Source: an optimization exercise on an open RTL-to-GDS flow (aim: small area, a short achievable clock period and few clock cycles per item). Production flows keep margins and buffers that such runs may drop.
At most, simulation tests tie the RTL to the original design; equivalence was not proved.
No activity file was given, so power comes from the tool's default toggle rates.

==> flow/design.v <==
`default_nettype none
package fsubm_pkg;
  localparam int CAP    = 16;    
  localparam int ADDR_W = 5;
  localparam int DATA_W = 64;
  localparam logic [1:0] REG_FIRST  = 2'd0;
  localparam logic [1:0] REG_NEXT   = 2'd1;
  localparam logic [1:0] REG_LENGTH = 2'd2;
endpackage
`default_nettype wire
`default_nettype none
module fsubm_front
(
  input  wire logic       clk,
  input  wire logic       rst,
  input  wire logic       in_valid,
  output logic            in_ready,
  input  wire logic [7:0] hay_byte,
  input  wire logic       last_byte,
  output logic            a_v,
  output logic [7:0]      a_byte,
  output logic            a_last,
  input  wire logic       proceed
);
  logic       b_v;
  logic [7:0] b_byte;
  logic       b_last;
  logic       rdy;
  logic       adv;
  logic       fire;
  logic       b_v_nx;
  assign in_ready = rdy;
  assign fire     = in_valid && !b_v;
  assign adv      = proceed || !a_v;
  assign b_v_nx   = adv ? 1'b0 : (b_v || fire);
  always_ff @(posedge clk) begin
    if (rst) begin
      a_v <= 1'b0;
      b_v <= 1'b0;
      rdy <= 1'b1;
    end else begin
      if (adv) begin
        a_v <= b_v || fire;
      end
      b_v <= b_v_nx;
      rdy <= !b_v_nx;
    end
  end
  always_ff @(posedge clk) begin
    if (adv) begin
      a_byte <= b_v ? b_byte : hay_byte;
      a_last <= b_v ? b_last : last_byte;
    end
    if (!b_v) begin
      b_byte <= hay_byte;
      b_last <= last_byte;
    end
  end
endmodule
`default_nettype wire
`default_nettype none
module fsubm_back
(
  input  wire logic         clk,
  input  wire logic         rst,
  input  wire logic [63:0]  cfg_first,
  input  wire logic [63:0]  cfg_next,
  input  wire logic [4:0]   cfg_len,
  input  wire logic         a_v,
  input  wire logic [7:0]   a_byte,
  input  wire logic         a_last,
  output logic              proceed,
  output logic              out_valid,
  input  wire logic         out_ready,
  output logic              found,
  output logic [31:0]       offset
);
  logic [127:0] needle;
  logic [15:0]  eq;
  logic [15:0]  d;
  logic [15:0]  d_nx;
  logic         prev_last;
  logic         r_v;
  logic         r_first;
  logic         r_last;
  logic         matched;
  logic         r_match;
  logic         m_nx;
  logic [31:0]  cnt;
  logic [15:0]  sel;
  logic         len_zero;
  logic [31:0]  init;
  logic         match;
  logic         res;
  logic         zero_off;
  assign needle  = {cfg_next, cfg_first};
  assign proceed = !out_valid || out_ready;
  assign offset  = cnt;
  always_comb begin
    for (int j = 0; j < 16; j++) begin
      eq[j] = (a_byte == needle[8*j +: 8]);
    end
    d_nx[0] = eq[0];
    for (int j = 1; j < 16; j++) begin
      d_nx[j] = eq[j] && d[j-1] && !prev_last;
    end
  end
  always_ff @(posedge clk) begin
    if (proceed && a_v) begin
      d <= d_nx;
    end
  end
  always_ff @(posedge clk) begin
    if (rst) begin
      prev_last <= 1'b1;
      r_v       <= 1'b0;
    end else if (proceed) begin
      r_v <= a_v;
      if (a_v) begin
        prev_last <= a_last;
      end
    end
  end
  assign m_nx = (|(d_nx & sel)) || (len_zero && prev_last);
  always_ff @(posedge clk) begin
    if (proceed) begin
      r_first <= prev_last;
      r_last  <= a_last;
      r_match <= m_nx;
    end
  end
  always_comb begin
    for (int j = 0; j < 15; j++) begin
      sel[j] = !cfg_len[4] && (cfg_len[3:0] == 4'(j + 1));
    end
    sel[15]  = cfg_len[4];
    len_zero = (cfg_len == 5'd0);
    if (cfg_len[4]) begin
      init = 32'hFFFF_FFF1;
    end else if (cfg_len[3:0] == 4'd0) begin
      init = 32'd0;
    end else begin
      init = 32'd1 - 32'(cfg_len[3:0]);
    end
  end
  assign match    = r_match;
  assign res      = r_v && !matched && (match || r_last);
  assign zero_off = r_last && !match;
  always_ff @(posedge clk) begin
    if (rst) begin
      matched   <= 1'b0;
      out_valid <= 1'b0;
    end else if (proceed) begin
      out_valid <= res;
      if (r_v) begin
        matched <= !r_last && (matched || match);
      end
    end
  end
  always_ff @(posedge clk) begin
    if (proceed && r_v) begin
      found <= match;
      if (zero_off) begin
        cnt <= '0;
      end else if (r_first) begin
        cnt <= init;
      end else begin
        cnt <= cnt + 32'd1;
      end
    end
  end
endmodule
`default_nettype wire
`default_nettype none
module first_substring_match_top
(
  input  wire logic              clk,
  input  wire logic              rst,
  input  wire logic              in_valid,
  output logic                   in_ready,
  input  wire logic [7:0]        hay_byte,
  input  wire logic              last_byte,
  output logic                   out_valid,
  input  wire logic              out_ready,
  output logic                   found,
  output logic [31:0]            offset,
  input  wire logic              psel,
  input  wire logic              penable,
  input  wire logic              pwrite,
  input  wire logic [4:0]        paddr,
  input  wire logic [63:0]       pwdata,
  output logic [63:0]            prdata,
  output logic                   pready
);
  logic [63:0] cfg_first;
  logic [63:0] cfg_next;
  logic [4:0]  cfg_len;
  logic        wr_first;
  logic        wr_next;
  logic        wr_len;
  logic        setup_wr;
  logic        rst_r;
  logic [63:0] wdata;
  logic        a_v;
  logic [7:0]  a_byte;
  logic        a_last;
  logic        proceed;
  assign pready   = 1'b1;
  assign setup_wr = psel && !penable && pwrite;
  always_ff @(posedge clk) begin
    if (rst) begin
      wr_first <= 1'b0;
      wr_next  <= 1'b0;
      wr_len   <= 1'b0;
    end else begin
      wr_first <= setup_wr && (paddr[4:3] == 2'd0);
      wr_next  <= setup_wr && (paddr[4:3] == 2'd1);
      wr_len   <= setup_wr && (paddr[4:3] == 2'd2);
    end
  end
  always_ff @(posedge clk) begin
    rst_r <= rst;
  end
  assign wdata = rst_r ? 64'd0 : pwdata;
  always_ff @(posedge clk) begin
    if (wr_first || rst_r) cfg_first <= wdata;
    if (wr_next  || rst_r) cfg_next  <= wdata;
    if (wr_len   || rst_r) cfg_len   <= wdata[4:0];
  end
  always_ff @(posedge clk) begin
    case (rst_r ? 2'd3 : paddr[4:3])
      2'd0:    prdata <= cfg_first;
      2'd1:    prdata <= cfg_next;
      2'd2:    prdata <= {59'd0, cfg_len};
      default: prdata <= '0;
    endcase
  end
  fsubm_front u_front (
    .clk       (clk),
    .rst       (rst),
    .in_valid  (in_valid),
    .in_ready  (in_ready),
    .hay_byte  (hay_byte),
    .last_byte (last_byte),
    .a_v       (a_v),
    .a_byte    (a_byte),
    .a_last    (a_last),
    .proceed   (proceed)
  );
  fsubm_back u_back (
    .clk       (clk),
    .rst       (rst),
    .cfg_first (cfg_first),
    .cfg_next  (cfg_next),
    .cfg_len   (cfg_len),
    .a_v       (a_v),
    .a_byte    (a_byte),
    .a_last    (a_last),
    .proceed   (proceed),
    .out_valid (out_valid),
    .out_ready (out_ready),
    .found     (found),
    .offset    (offset)
  );
endmodule
`default_nettype wire
clock: 7.0 ns
lec_check: 0
cap_margin: 20
core_margin: 2
core_utilization: 40
slew_margin: 20
run.sh (not shown) runs the stock make flow with config.mk's settings and CLKGATE_MAP_FILE= SYNTH_SCRIPT=/design/flow/synth_recipe.tcl, a recipe that flattens the netlist after the stock synthesis.
==> next run, changes <==
--- a/flow/design.v
+++ b/flow/design.v
@@ -30,7 +30,7 @@
   logic       fire;
   logic       b_v_nx;
   assign in_ready = rdy;
-  assign fire     = in_valid && !b_v;
+  assign fire     = in_valid && rdy;
   assign adv      = proceed || !a_v;
   assign b_v_nx   = adv ? 1'b0 : (b_v || fire);
   always_ff @(posedge clk) begin
@@ -51,7 +51,7 @@
       a_byte <= b_v ? b_byte : hay_byte;
       a_last <= b_v ? b_last : last_byte;
     end
-    if (!b_v) begin
+    if (rdy) begin
       b_byte <= hay_byte;
       b_last <= last_byte;
     end
@@ -84,8 +84,6 @@
   logic         r_first;
   logic         r_last;
   logic         matched;
-  logic         r_match;
-  logic         m_nx;
   logic [31:0]  cnt;
   logic [15:0]  sel;
   logic         len_zero;
@@ -121,12 +119,10 @@
       end
     end
   end
-  assign m_nx = (|(d_nx & sel)) || (len_zero && prev_last);
   always_ff @(posedge clk) begin
     if (proceed) begin
       r_first <= prev_last;
       r_last  <= a_last;
-      r_match <= m_nx;
     end
   end
   always_comb begin
@@ -143,7 +139,7 @@
       init = 32'd1 - 32'(cfg_len[3:0]);
     end
   end
-  assign match    = r_match;
+  assign match    = (|(d & sel)) || (len_zero && r_first);
   assign res      = r_v && !matched && (match || r_last);
   assign zero_off = r_last && !match;
   always_ff @(posedge clk) begin
@@ -199,8 +195,6 @@
   logic        wr_next;
   logic        wr_len;
   logic        setup_wr;
-  logic        rst_r;
-  logic [63:0] wdata;
   logic        a_v;
   logic [7:0]  a_byte;
   logic        a_last;
@@ -219,16 +213,18 @@
     end
   end
   always_ff @(posedge clk) begin
-    rst_r <= rst;
-  end
-  assign wdata = rst_r ? 64'd0 : pwdata;
-  always_ff @(posedge clk) begin
-    if (wr_first || rst_r) cfg_first <= wdata;
-    if (wr_next  || rst_r) cfg_next  <= wdata;
-    if (wr_len   || rst_r) cfg_len   <= wdata[4:0];
-  end
-  always_ff @(posedge clk) begin
-    case (rst_r ? 2'd3 : paddr[4:3])
+    if (rst) begin
+      cfg_first <= '0;
+      cfg_next  <= '0;
+      cfg_len   <= '0;
+    end else begin
+      if (wr_first) cfg_first <= pwdata;
+      if (wr_next)  cfg_next  <= pwdata;
+      if (wr_len)   cfg_len   <= pwdata[4:0];
+    end
+  end
+  always_ff @(posedge clk) begin
+    case (paddr[4:3])
       2'd0:    prdata <= cfg_first;
       2'd1:    prdata <= cfg_next;
       2'd2:    prdata <= {59'd0, cfg_len};
Result:
- power drops by a few percent
- synthesized cell count climbs by a quarter to a third
- worst hold slack gains 0.027 ns
- area after synthesis climbs by a few percent
- routed wire length climbs by roughly a tenth
- via count climbs by about a fifth
- die area climbs by a few percent
- utilization drops by 0.55 points
Testbench counts after the change, summed over its fixed seeds: cycles 379,225, bytes 379,052.
No functional check of the RTL was part of the first run of this note.

port drivers added, routing unchanged:
In the flow no input, the clock included, has a driving cell. The finished layouts below were timed again as built, in two steps. Step 1: set_driving_cell puts a clkbuf_16 on clk and a buf_2 on each other input, an assumption about the parent block. Step 2 moves the port delays by t, midway between the first and last clock arrival at a register: inputs arrive t later, outputs are due t later. That takes back most of the time a late clock gives input paths. Three values: ideal, step 1, step 2; two values: the first two.
| run | t, ns | setup WS [ns] | worst setup path at the end |
|---|---|---|---|
| the first run | 0.589 | 4.003 / 3.953 / 3.439 | input to register |
| the second run | 0.599 | 3.775 / 3.728 / 3.656 | input to register |
After both steps every run listed still meets setup and hold. For the first run, which loses most, drivers alone change the setup slack by -0.050 ns; drivers and shift together by -0.564 ns.
